Background: an optimization exercise with open tools, aiming at small area, a short achievable clock period and few clock cycles per item. Do not read the settings as production practice. The RTL was checked by simulation tests, not by an equivalence proof against the original design. No activity file was given, so power comes from the tool's default toggle rates.

== red ==
==> flow/design.v (excerpt) <==
module cnnTop (
    input  logic                            i_clk,
    input  logic                            i_rstN,
    input  logic                            i_wrEn,
    input  logic [6-1:0]          i_wrAddr,
    input  logic [8-1:0]           i_wrData,
    input  logic                            i_start,
    output logic                            o_busy,
    output logic                            o_done,
    output logic signed [24-1:0] o_result,
    output logic                            o_led
);
Size: ~2000 cells after synthesis, about 660 flip-flops, ~45 I/O pins.
export LEC_CHECK = 0
export CAP_MARGIN = 20
export CELL_PAD_IN_SITES_DETAIL_PLACEMENT = 0
export CELL_PAD_IN_SITES_GLOBAL_PLACEMENT = 0
export CORE_MARGIN = 2
export CORE_UTILIZATION = 40
export SETUP_SLACK_MARGIN = 5
export SLEW_MARGIN = 20
create_clock -name core_clock -period 8.0 [get_ports {i_clk}]
standard.sh (not shown) runs the stock make flow with config.mk's settings and CLKGATE_MAP_FILE= SYNTH_SCRIPT=/design/flow/synth_recipe.tcl, a recipe that flattens the netlist after the stock synthesis.
==> flow/flow/run.sh <==
#!/bin/bash
# The standard layout, with clock tree synthesis told not to add dummy loads.
# The CTS arguments are otherwise those the standard flow builds from config.mk.
set -euo pipefail
export CTS_ARGS="-sink_clustering_enable -repair_clock_nets -sink_clustering_size 30 -sink_clustering_max_diameter 80 -buf_list sky130_fd_sc_hd__clkbuf_16 -dont_use_dummy_load"
bash standard.sh finish > standard_make.log 2>&1
red reached the end of the flow, and the finished layout is clean on the timing, design-rule and antenna checks.
Testbench counts of red, summed over its fixed seeds: cycles 8,832, images 128.
The inputs of blue differ from those of red as listed below.
- CTS_CLUSTER_SIZE now 16, previously not set
- CORE_UTILIZATION now 50, was 40
- CTS_CLUSTER_DIAMETER now 50, previously not set
- CELL_PAD_IN_SITES_GLOBAL_PLACEMENT no longer set, was 0
- CTS_BUF_LIST now sky130_fd_sc_hd__clkbuf_8, previously not set
- CELL_PAD_IN_SITES_DETAIL_PLACEMENT no longer set, was 0
==> flow/flow/run.sh <==
#!/bin/bash
# The standard layout, with clock tree synthesis told not to add dummy loads.
# The CTS arguments are otherwise those the standard flow builds from config.mk.
set -euo pipefail
export CTS_ARGS="-sink_clustering_enable -repair_clock_nets -sink_clustering_size 16 -sink_clustering_max_diameter 50 -buf_list sky130_fd_sc_hd__clkbuf_8 -dont_use_dummy_load"
bash standard.sh finish > standard_make.log 2>&1
### Flow results
blue went all the way through synthesis, placement and routing and the layout is clean on timing, DRC and antenna. Summary: with red as the reference, detailed-route wire length in blue moved up by a few percent. red → blue: layout overhead on the synthesized area lower; count of plain and timing-repair buffers higher.
#### Input delta (green over blue)
- swapping 50 for 40 in CORE_UTILIZATION
- swapping 50 for 80 in CTS_CLUSTER_DIAMETER
- putting TNS_END_PERCENT at 10 where nothing was set
- swapping sky130_fd_sc_hd__clkbuf_8 for sky130_fd_sc_hd__clkbuf_16 in CTS_BUF_LIST
- swapping 16 for 30 in CTS_CLUSTER_SIZE
==> flow/flow/run.sh <==
#!/bin/bash
# The standard layout, with clock tree synthesis told not to add dummy loads.
# The CTS arguments are otherwise those the standard flow builds from config.mk.
set -euo pipefail
export CTS_ARGS="-sink_clustering_enable -repair_clock_nets -sink_clustering_size 30 -sink_clustering_max_diameter 80 -buf_list sky130_fd_sc_hd__clkbuf_16 -dont_use_dummy_load"
bash standard.sh finish > standard_make.log 2>&1
--- outcome ---
Taking blue as the reference, in green total placed cells including tap cells went up by about 6%, area fraction of clock buffers and clock inverters went down by 0.58 points. Of green and blue, the run reporting the lower post-detailed-route via-to-cell ratio was green.
For orange, these inputs were changed with respect to green:
- changing CTS_CLUSTER_SIZE from 30 to 20
- removing TNS_END_PERCENT (formerly 10)
- changing CTS_CLUSTER_DIAMETER from 80 to 40
- changing CTS_BUF_LIST from sky130_fd_sc_hd__clkbuf_16 to sky130_fd_sc_hd__clkbuf_8
==> flow/run.sh (new file) <==
#!/bin/bash
# synth_recipe.tcl (not shown) runs the flow's synth.tcl, then flattens the netlist and writes it again
# the make line also repeats each setting of config.mk as NAME=value (left out here)
make -C /OpenROAD-flow-scripts/flow DESIGN_CONFIG=/design/flow/config.mk WORK_HOME=/design/flow/orfs CLKGATE_MAP_FILE= SYNTH_SCRIPT=/design/flow/synth_recipe.tcl finish
removed: flow/flow/run.sh
removed: flow/standard.sh
==> comparison <==
- The clock group share of total power reported for orange is greater than that of green by 13 points.
- [compare] base=green new=orange: adder and majority gate portion of the synthesized area roughly the same, clock-pin slew reported for the worst setup and hold paths after clock tree synthesis moved down.
Input changes introduced in purple (baseline for comparison: orange):
- CTS_CLUSTER_SIZE now 16, was 20
- CORE_UTILIZATION now 60, was 40
- CTS_CLUSTER_DIAMETER now 50, was 40
Notes after the runs:
- Setup slack: purple more than orange
- On maximum clock frequency, purple and orange are basically level.
- Placed cell count went down by more than 10% going from orange to purple.
- The run showing the smaller sequential share of layout area is orange.

==> separate check: timing with driven ports <==
No port has a modelled driver above. Below, the same layouts with a new extraction and two added sets of constraints. Step 1: set_driving_cell puts a clkbuf_16 on i_clk and a buf_2 on each other input, an assumption about the parent block. Step 2 adds t to the input delays and takes it off the output delays; t is the mean of the earliest and latest rising clock arrival at the registers after step 1. Input paths then give back, and output paths get back, about the clock's delay inside the block. Slacks: ideal ports / drivers / drivers and shift; pairs: ideal ports / drivers.
run	t, ns	setup WS [ns]	latest minus earliest clock arrival (ns)	cell pins on the clock port's net
red	0.621	5.045 / 5.045 / 5.045	0.104 / 0.103	1
blue	0.689	5.026 / 5.026 / 5.001	0.120 / 0.120	1
green	0.669	4.844 / 4.778 / 4.881	0.110 / 0.110	1
orange	0.767	4.959 / 4.900 / 4.991	0.052 / 0.052	1
purple	0.741	4.966 / 4.966 / 4.966	0.054 / 0.054	1
After both steps setup and hold are still met in every run listed. For blue, which loses most, drivers alone change the setup slack by 0.000 ns; drivers and shift together by -0.025 ns.
